Background: an optimization exercise with open tools, aiming at small area, a short achievable clock period and few clock cycles per item. Do not read the settings as production practice.
The RTL was checked by simulation tests, not by an equivalence proof against the original design.
No activity file was given, so power comes from the tool's default toggle rates.

### config.mk
export PLATFORM = sky130hd
export DESIGN_NAME = muldiv_unit
export DESIGN_NICKNAME = muldiv_unit
export VERILOG_FILES = /design/flow/design.v
export SDC_FILE = /design/flow/constraint.sdc
export NUM_CORES = 4
export LEC_CHECK = 0
export CAP_MARGIN = 20
export CORE_MARGIN = 2
export CORE_UTILIZATION = 40
export SLEW_MARGIN = 20
### constraint.sdc
create_clock -name core_clock -period 12.0 [get_ports {clk_i}]
set_input_delay 2.4000 -clock core_clock [delete_from_list [all_inputs] [get_ports {clk_i}]]
set_output_delay 2.4000 -clock core_clock [all_outputs]
set_load 0.01 [all_outputs]
### design.v
module muldiv_unit #(
  parameter int XLEN = 32
) (
  input  logic            clk_i,
  input  logic            rst_i,
  input  logic            flush_i,
  input  logic            valid_i,
  output logic            ready_o,
  input  logic [2:0]      op_i,
  input  logic [XLEN-1:0] rs1_i,
  input  logic [XLEN-1:0] rs2_i,
  input  logic [4:0]      rd_addr_i,
  output logic            valid_o,
  input  logic            ready_i,
  output logic [XLEN-1:0] result_o,
  output logic [4:0]      rd_addr_o
);
  localparam logic [1:0] S_IDLE = 2'd0;
  localparam logic [1:0] S_PREP = 2'd1;
  localparam logic [1:0] S_ITER = 2'd2;
  localparam logic [1:0] S_FIX  = 2'd3;
  function automatic logic [4:0] msb_pos(input logic [31:0] x);
    logic [15:0] y16;
    logic [7:0]  y8;
    logic [3:0]  y4;
    logic [1:0]  y2;
    logic [4:0]  p;
    p[4] = |x[31:16];
    y16  = p[4] ? x[31:16] : x[15:0];
    p[3] = |y16[15:8];
    y8   = p[3] ? y16[15:8] : y16[7:0];
    p[2] = |y8[7:4];
    y4   = p[2] ? y8[7:4] : y8[3:0];
    p[1] = |y4[3:2];
    y2   = p[1] ? y4[3:2] : y4[1:0];
    p[0] = y2[1];
    msb_pos = p;
  endfunction
  logic [1:0]  state_q;
  logic [2:0]  op_q;
  logic [4:0]  rd_q;
  logic [31:0] r_q;      
  logic [31:0] m_q;      
  logic [31:0] x_q;      
  logic [4:0]  cnt_q;    
  logic [2:0]  j_q;      
  logic        neg_q;    
  logic        ready_q;
  logic        vo_q;
  logic [31:0] res_q;
  logic [4:0]  rdo_q;
  assign ready_o   = ready_q;
  assign valid_o   = vo_q;
  assign result_o  = res_q;
  assign rd_addr_o = rdo_q;
  logic accept;
  assign accept = valid_i & ready_q & ~flush_i;
  logic        is_mul;
  logic        sa_en, sb_en, na, nb;
  logic [31:0] abs_a, abs_b;
  logic        za, zb;
  logic [4:0]  pa, pb;
  logic        a_le_b;
  logic [4:0]  pm;
  logic [4:0]  dshift;
  logic [31:0] sh_in, sh_out;
  always_comb begin
    is_mul = ~op_q[2];
    sa_en  = (op_q == 3'd0) | (op_q == 3'd1) | (op_q == 3'd2) | (op_q == 3'd4) | (op_q == 3'd6);
    sb_en  = (op_q == 3'd0) | (op_q == 3'd1) | (op_q == 3'd4) | (op_q == 3'd6);
    na     = sa_en & r_q[31];
    nb     = sb_en & m_q[31];
    abs_a  = na ? (~r_q + 32'd1) : r_q;
    abs_b  = nb ? (~m_q + 32'd1) : m_q;
    za     = (r_q == 32'd0);
    zb     = (m_q == 32'd0);
    pa     = msb_pos(abs_a);
    pb     = msb_pos(abs_b);
    a_le_b = (pa <= pb);
    pm     = a_le_b ? pa : pb;
    dshift = pa - pb;
    sh_in  = (is_mul & a_le_b) ? abs_b : (is_mul ? abs_a : abs_b);
    sh_out = sh_in << (is_mul ? 5'd0 : dshift);
  end
  logic [35:0] msum;
  logic [32:0] ddiff;
  logic        qb;
  always_comb begin
    msum  = {4'd0, r_q}
          + ({36{x_q[0]}} & {4'd0, m_q})
          + ({36{x_q[1]}} & {3'd0, m_q, 1'b0})
          + ({36{x_q[2]}} & {2'd0, m_q, 2'b0})
          + ({36{x_q[3]}} & {1'd0, m_q, 3'b0});
    ddiff = {1'b0, r_q} - {1'b0, m_q};
    qb    = ~ddiff[32];
  end
  logic [63:0] fsrc;
  logic [63:0] fsh;
  logic [31:0] fval;
  logic [31:0] lomask;
  logic        lo_zero;
  logic        fcin;
  logic [31:0] fres;
  always_comb begin
    fsrc    = (op_q == 3'd0) ? {r_q, x_q} : {32'd0, r_q};
    fsh     = fsrc >> {j_q, 2'b00};
    lomask  = ~(32'hFFFF_FFFF << {j_q, 2'b00});
    lo_zero = (x_q == 32'd0) & ((r_q & lomask) == 32'd0);
    if (is_mul) begin
      fval = fsh[31:0];
      fcin = (op_q == 3'd0) | lo_zero;
    end else begin
      fval = op_q[1] ? r_q : x_q;
      fcin = 1'b1;
    end
    fres = (fval ^ {32{neg_q}}) + {31'd0, neg_q & fcin};
  end
  logic [1:0]  state_d;
  logic        vo_d;
  logic        fix_done;
  always_comb begin
    fix_done = (state_q == S_FIX) & (~vo_q | ready_i);
    state_d  = state_q;
    case (state_q)
      S_PREP: begin
        if (is_mul) state_d = (za | zb) ? S_FIX : S_ITER;
        else        state_d = (zb | za | (pa < pb)) ? S_FIX : S_ITER;
      end
      S_ITER:  if (cnt_q == 5'd0) state_d = S_FIX;
      S_FIX:   if (fix_done) state_d = S_IDLE;
      default: state_d = state_q;
    endcase
    if (accept) state_d = S_PREP;
    if (flush_i) state_d = S_IDLE;
    vo_d = vo_q;
    if (ready_i) vo_d = 1'b0;
    if (fix_done) vo_d = 1'b1;
    if (flush_i) vo_d = 1'b0;
  end
  always_ff @(posedge clk_i) begin
    if (rst_i) begin
      state_q <= S_IDLE;
      vo_q    <= 1'b0;
      ready_q <= 1'b1;
    end else begin
      state_q <= state_d;
      vo_q    <= vo_d;
      ready_q <= (state_d == S_IDLE) | ((state_d == S_FIX) & ~vo_d);
    end
  end
  always_ff @(posedge clk_i) begin
    if (fix_done) begin
      res_q <= fres;
      rdo_q <= rd_q;
    end
  end
  always_ff @(posedge clk_i) begin
    if (accept) begin
      op_q <= op_i;
      rd_q <= rd_addr_i;
      r_q  <= rs1_i;
      m_q  <= rs2_i;
    end else begin
      case (state_q)
        S_PREP: begin
          if (is_mul) begin
            neg_q <= na ^ nb;
            r_q   <= 32'd0;
            m_q   <= sh_out;
            x_q   <= (za | zb) ? 32'd0 : (a_le_b ? abs_a : abs_b);
            cnt_q <= {2'd0, pm[4:2]};
            j_q   <= ~pm[4:2];
          end else begin
            neg_q <= op_q[1] ? na : ((na ^ nb) & ~zb);
            r_q   <= abs_a;
            m_q   <= sh_out;
            x_q   <= zb ? 32'hFFFF_FFFF : 32'd0;
            cnt_q <= dshift;
          end
        end
        S_ITER: begin
          cnt_q <= cnt_q - 5'd1;
          if (is_mul) begin
            r_q <= msum[35:4];
            x_q <= {msum[3:0], x_q[31:4]};
          end else begin
            if (qb) r_q <= ddiff[31:0];
            x_q <= {x_q[30:0], qb};
            m_q <= {1'b0, m_q[31:1]};
          end
        end
        default: ;
      endcase
    end
  end
endmodule
### run.sh
#!/bin/bash
# synth_recipe.tcl (not shown) runs the flow's synth.tcl, then flattens the netlist and writes it again
# the make line also repeats each setting of config.mk as NAME=value (left out here)
make -C /OpenROAD-flow-scripts/flow DESIGN_CONFIG=/design/flow/config.mk WORK_HOME=/design/flow/orfs CLKGATE_MAP_FILE= SYNTH_SCRIPT=/design/flow/synth_recipe.tcl finish
==> results of run 1 <==
## cell type report
class                      instances  area, µm²  area share, %
multi-input combinational       2311      16710          66.17
inverter                          86      322.8          1.278
clock inverter                    14      209.0         0.8273
sequential                       154       4584          18.15
timing repair buffer             234       2057          8.144
tap                              748      935.9          3.706
clock buffer                      18      429.2          1.699
antenna                            2      5.005        0.01982
## worst min path at each step
stage | start | to | slack (ps) | cells after the start
after global placement | rd_q[2]$_DFFE_PP_ | rdo_q[2]$_DFFE_PP_ | 400 | 0
after detailed placement | rd_q[1]$_DFFE_PP_ | rdo_q[1]$_DFFE_PP_ | 410 | 0
after global routing | rd_q[0]$_DFFE_PP_ | rdo_q[0]$_DFFE_PP_ | 440 | 0
after CTS | rd_q[1]$_DFFE_PP_ | rdo_q[1]$_DFFE_PP_ | 430 | 0
after floorplan | rd_q[0]$_DFFE_PP_ | rdo_q[0]$_DFFE_PP_ | 400 | 0
final | rd_q[0]$_DFFE_PP_ | rdo_q[0]$_DFFE_PP_ | 430 | 0
## power by group through the flow
| stage | registers, mW | clock network (mW) | logic [mW] |
|---|---|---|---|
| floorplan | 0.811 | 0 | 4.56 |
| global placement | 0.947 | 0 | 6.75 |
| detailed placement | 0.957 | 0 | 6.76 |
| CTS | 0.944 | 0.663 | 6.80 |
| global route | 0.960 | 0.675 | 7.44 |
| finish | 0.953 | 0.655 | 6.97 |
## logic make-up after synthesis
group / count (synthesis)
mux: 228
fa+ha+maj: 180
buf+inv: 309
simple gates: 973
xor+xnor: 181
flops: 154
compound gates: 749
## stage by stage
| stage | area, µm² | hold WS [ps] | util, % | cells |
|---|---|---|---|---|
| 2_1_floorplan | 22380 | 400.3 | - | 2774 |
| 3_3_place_gp | 24570 | 403.1 | 44.50 | 3531 |
| 3_5_place_dp | 24590 | 411.7 | 44.55 | 3532 |
| 4_1_cts | 25230 | 427.2 | 45.71 | 3564 |
| 5_1_grt | 25250 | 439.2 | 45.75 | 3565 |
| 6_report | 25260 | 428.8 | 45.75 | 3567 |
## state kept, by name, summed over array words and instances (netlist names)
register and cells:
m_q 32, r_q 32, res_q 32, x_q 32
cnt_q 5, rd_q 5, rdo_q 5, j_q 3
op_q 3, state_q 2, neg_q 1, ready_q 1
vo_q 1
## placed cells by master (no fill, tap or decap), drive strengths merged, types with 34 or more instances in the layout
master and instances:
o21ai 184, a31oi 35, nand3 69, nor3 74
inv 88, xnor2 122, o211ai 34, nor2 245
and2 143, nand2 251, edfxtp 150, a211oi 46
ha 86, nor4 41, a21oi 220, mux2i 189
buf 119, clkdlybuf4s50 115, fa 94, xor2 59
## routing by layer
layer | track usage (%) | share of wire [%]
met3 | 6.119 | 7.8
met1 | 49.53 | 41
met2 | 59.24 | 45
met5 | 0 | 0.038
met4 | 21.51 | 6.4
## critical path, delay by kind of cell, from the launching register on
kind | cells | cell delay [ps]
fa+ha+maj | 2 | 560
simple gates | 14 | 5510
flops | 1 | 660
buf+inv | 3 | 710
mux | 1 | 250
compound gates | 8 | 1880
==> results.cfg, run 1 <==
[grt]
grt_pass1_vias = 22400
antenna_found_initial = 8
grt_pass1_wl_mm = 157.2
grt.overflow.total = 0
track_usage_pct = 37.83
grt_max_degree = 64

[power]
p_int_mw = 3.614
peakVddDrop_mv = 0.3186
sw_frac_of_total_pct = 57.86
seqPwrFrac_pct = 11.1
power_density_nw_per_um2 = 339.6
pwr-share-clk_pct = 7.6
fin_total_pwr_mw = 8.576
switchingPower_mw = 4.962
comb_power_share_pct = 81.2
leakagePower_nw = 9.786

[worst_setup_path]
arrival_ps = 10130
r2r-start = m_q[0]$_DFFE_PP_
max_stage_delay_ps = 910
critical_path_peak_fanout = 24
worstPathRequired_ps = 12290
start_kind = flop
r2r_end = m_q[17]$_DFFE_PP_
reg2reg_slack_ps = 2160
endpoint_kind = flop
cpMostUsedCell = nor2_1
reg2reg_depth = 28
endpoint = m_q[17]$_DFFE_PP_
crit_type = flop to flop
crit_start = m_q[0]$_DFFE_PP_
cpMaxStageDelayCell = nor3_4

[clocking]
cts_max_level = 4
clk_path_buf_depth = 2
cts.clk_slew.worst_paths_ps = 70
hold_buffers = 0
cts_tree = yes
post_cts_resized = 0
numCtsBuffers = 17
clk_latency_ps = 520
cts.sinks = 154
clockRootBuffer = clkbuf_16
postCtsSetupBuffers = 0

[timing]
rsz0062_at_grt = no
timing.slew.headroom_pct = 17.01
period_share_pct = 82.02
drv_slew = 0
finalCriticalPeriod_ps = 9842
setup_viol = 0
max_clock_freq_mhz = 101.6
hold_viol = 0
final.setup.worst_slack_ps = 2158
worst_slew_pin_slew_ps = 1241
clock_skew_ps = 26.10
setup_tns_ps = 0

[floorplan]
coreArea_um2 = 55200
ioPinCount = 116
initial_core_util_pct = 40.54
die_w_um = 240.5
dieArea_um2 = 57850
fp.dieH_um = 240.5
row_count = 86

[logic_synthesis]
synth_area_um2 = 22380
synthTopCellsByArea = edfxtp_1, mux2i_1, fa_1
synth_warnings = 1
synth_fa_ha_area_share_pct = 13.22
synth_flop_cell = edfxtp_1
synth_top_family_by_area = compound AO/OA/AOI/OAI gates
yosys.area_share.simple_pct = 21.26
syn_inst = 2774
synth-compound-area-share_pct = 21.44
yosys.cell_count.top_type = nand2_1
synth_seq_cells = 154
synth.top_cells.by_count = nand2_1, nor2_1, a21oi_1
async_flop_share_pct = 0
ys_types = 91
synth_xor_area_share_pct = 7.118
syn_avg_cell_area_um2 = 8.066
ys_seq_area_share_pct = 20.49
synth_top_area_share_pct = 20.13
yosys.area.top_type = edfxtp_1
synth.mux.area_fraction_pct = 11.07
synth-edff-count = 150
syn-num-nets = 3031

[placement]
post-place-ws_ps = 2443
port_buffers = 115
dp_hpwl_mm = 83.22
gp_congestion = 1.020

[run_status]
status = complete, no violations

[hold_path]
hold_path_class = flop to flop

[cells_and_area]
area_delta_synth_final_pct = 12.87
drive_gt1_share_pct = 8.697
finalNetCount = 3061
fillCellCount = 5572

[run]
drv_cap = 0

[routing]
antenna_left = 0
drc_errors = 0
vias = 23270
wl_mm = 108.6
drt_first_pass_iters = 5
via_per_inst = 6.523
drtIter0Drc = 2401
wl_per_cell_um = 30.46
Testbench counts, summed over its fixed seeds: cycles 21,891, ops 3,200.
==> run 2, diff against run 1 <==
--- a/config.mk
+++ b/config.mk
@@ -9,3 +9,4 @@
 export CORE_MARGIN = 2
 export CORE_UTILIZATION = 40
+export SETUP_SLACK_MARGIN = 5
 export SLEW_MARGIN = 20
==> run 2 against run 1 <==
Compared with the run above: still clean on timing, DRC and antenna; sequential power down 4.0%; critical path depth increased by 1; setup slack gained 2600 ps; clock power decreased by about 10%; cell area increased by 7.5%; synthesized cell count stayed put; fmax up 36%; core utilization increased by 3.4 points; cell count grew 2.9%.
==> results.cfg, run 2 <==
[logic_synthesis]
ys_seq_area_share_pct = 20.49
syn-num-nets = 3031
synth_area_um2 = 22380
yosys.area.top_type = edfxtp_1
syn_inst = 2774
synth_warnings = 1
synth_seq_cells = 154
synthTopCellsByArea = edfxtp_1, mux2i_1, fa_1
async_flop_share_pct = 0
synth_flop_cell = edfxtp_1
synth_top_area_share_pct = 20.13
ys_types = 91
syn_avg_cell_area_um2 = 8.066
synth-edff-count = 150
synth.top_cells.by_count = nand2_1, nor2_1, a21oi_1
yosys.cell_count.top_type = nand2_1

[grt]
grt.overflow.total = 0
grt_pass1_wl_mm = 155.4
antenna_found_initial = 4
grt_pass1_vias = 22840
grt_max_degree = 72
track_usage_pct = 37.29

[cells_and_area]
fillCellCount = 5336
multi_input_area_um2 = 17650
finalNetCount = 3164
instances_no_fill = 3671
final_cell_mix = nand2_1, nor2_1, a21oi_1
regArea_um2 = 4584
area_delta_synth_final_pct = 21.34
final_common_cell = nand2_1
fin_area_um2 = 27150
drive_gt1_share_pct = 16.54

[clocking]
cts_max_level = 4
cts.clk_slew.worst_paths_ps = 90
cts.sinks = 154
cts_tree = yes
clk_latency_ps = 520
clk_path_buf_depth = 2
clockRootBuffer = clkbuf_16
numCtsBuffers = 17

[worst_setup_path]
cpMostUsedCell = buf_4
start_kind = flop
path_delay_family = compound AO/OA/AOI/OAI gates
critPathBufInv = 7
critical_path_peak_fanout = 23
r2r-start = op_q[2]$_DFFE_PP_
worstPathRequired_ps = 12260
reg2reg_depth = 29
cpMaxStageDelayCell = edfxtp_1
max_stage_delay_ps = 610
crit_type = flop to flop
reg2reg_slack_ps = 4790
r2r_end = m_q[30]$_DFFE_PP_
arrival_ps = 7470
endpoint_kind = flop

[placement]
dp_hpwl_mm = 80.08
port_buffers = 115
dp.cells = 3535
gp_congestion = 1.039
post-place-ws_ps = 2767
placed_area_um2 = 24620

[power]
peakVddDrop_mv = 0.2588
fin_total_pwr_mw = 9.657
leakagePower_nw = 10.55
power_density_nw_per_um2 = 355.7

[floorplan]
die_w_um = 240.5
dieArea_um2 = 57850
coreArea_um2 = 55200
initial_core_util_pct = 40.54
row_count = 86
fp.dieH_um = 240.5
ioPinCount = 116

[timing]
setup_tns_ps = 0
final.setup.worst_slack_ps = 4787
worst_slew_pin_slew_ps = 1231
hold_viol = 0
period_share_pct = 60.11
setup_viol = 0
max_clock_freq_mhz = 138.6
clock_skew_ps = 24.35
timing.slew.headroom_pct = 17.37
drv_slew = 0
rsz0062_at_grt = yes
finalCriticalPeriod_ps = 7213

[routing]
drt_first_pass_iters = 6
drc_errors = 0
wl_mm = 109.1
vias = 23880
wl_per_cell_um = 29.72
via_per_inst = 6.506
antenna_left = 0
drtIter0Drc = 2614

[hold_path]
hold_depth = 0
hold_start = rd_q[3]$_DFFE_PP_
hold_path_end = rdo_q[3]$_DFFE_PP_
hold_path_class = flop to flop

[run]
drv_cap = 0

[run_status]
status = complete, no violations
run 2: cell count changes in the layout (fill, tap and decap cells not counted), sizes merged:
cell and delta:
buf +100, bufinv -3, clkbuf +2, clkinv +2
bufbuf +1, clkinvlp +1, diode +1
run 2: repair_timing:
action                                  CTS  global route
pin swaps                                22            69
resized for setup                       106           144
setup buffers                            53            43
gates cloned                              2             2
hold buffers                              0             0
endpoints found under the setup margin   76            62
run 2: report_power, final:
group / switching [mW] / internal (mW)
Sequential: 0.163 / 0.752
Combinational: 4.81 / 3.34
Clock: 0.299 / 0.290
run 2: area by class of cell:
class | count | area share (%)
antenna | 3 | 0.02765
clock buffer | 18 | 1.581
clock inverter | 14 | 0.5069
inverter | 86 | 1.217
multi-input combinational | 2311 | 64.99
sequential | 154 | 16.88
tap | 748 | 3.447
timing repair buffer | 337 | 11.35
run 2: through the flow:
step           hold WS (ps)  utilization [%]
2_1_floorplan         400.3                -
3_3_place_gp          400.8            44.53
3_5_place_dp          406.1            44.60
4_1_cts               423.5            47.33
5_1_grt               431.2            49.17
6_report              422.9            49.19
run 2: logic make-up after synthesis:
group,after synthesis,synth area share (%)
DFF,154,20.49
xor gates and xnor gates,181,7.118
and+or+nand+nor,973,21.26
buffers and inverters,309,5.396
muxes,228,11.07
AOI/OAI and AO/OA,749,21.44
adders and majority gates,180,13.22
run 2: worst max path at each step:
| stage | from | to | slack [ps] | cells past startpoint |
|---|---|---|---|---|
| after floorplan | r_q[1]$_DFFE_PP_ | m_q[27]$_DFFE_PP_ | 5100 | 31 |
| after global placement | r_q[1]$_DFFE_PP_ | m_q[27]$_DFFE_PP_ | 2460 | 31 |
| after detailed placement | op_q[2]$_DFFE_PP_ | m_q[27]$_DFFE_PP_ | 2770 | 27 |
| after CTS | op_q[2]$_DFFE_PP_ | m_q[27]$_DFFE_PP_ | 4920 | 24 |
| after global routing | op_q[2]$_DFFE_PP_ | m_q[27]$_DFFE_PP_ | 4700 | 26 |
| final | op_q[2]$_DFFE_PP_ | m_q[30]$_DFFE_PP_ | 4790 | 29 |
run 2: worst register-to-register path: cells and delay by family, from the launching register on:
kind            cells  cell delay (ps)
buf+inv             7              980
compound gates     11             2500
mux                 3             1000
flops               1              610
simple gates        6             1110
fa+ha+maj           1              370
xor+xnor            1              390
run 2: per-layer routing:
| layer | up-vias | GRT usage [%] | routed length [µm] |
|---|---|---|---|
| met5 | - | 0 | 13 |
| met4 | 2 | 21.96 | 7331 |
| met3 | 360 | 7.807 | 10510 |
| met2 | 1502 | 58.38 | 48340 |
| met1 | 11630 | 47.43 | 42920 |
| li1 | 10390 | - | - |

==> re-timing with driven ports <==
The flow's constraints put no driver on any port. The routed layouts listed below were extracted and timed again, unchanged, in two steps.
Step 1: set_driving_cell puts a clkbuf_16 on clk_i and a buf_2 on each other input, an assumption about the parent block.
Step 2, shift: input delay + t, output delay - t, t = (earliest + latest rising clock arrival at the registers) / 2. This alone moves slack from input paths to output paths.
Three values: no drivers, after step 1, after step 2; two values: the first two.
run	shift t [ns]	setup WS [ns]	worst setup path after step 2	clock arrival spread, ns	cell pins on the clock port's net
run 1	0.568	2.158 / 2.158 / 2.158	register to register	0.026 / 0.027	1
run 2	0.567	4.787 / 4.787 / 4.787	register to register	0.024 / 0.025	1
After both steps every run listed still meets setup and hold.
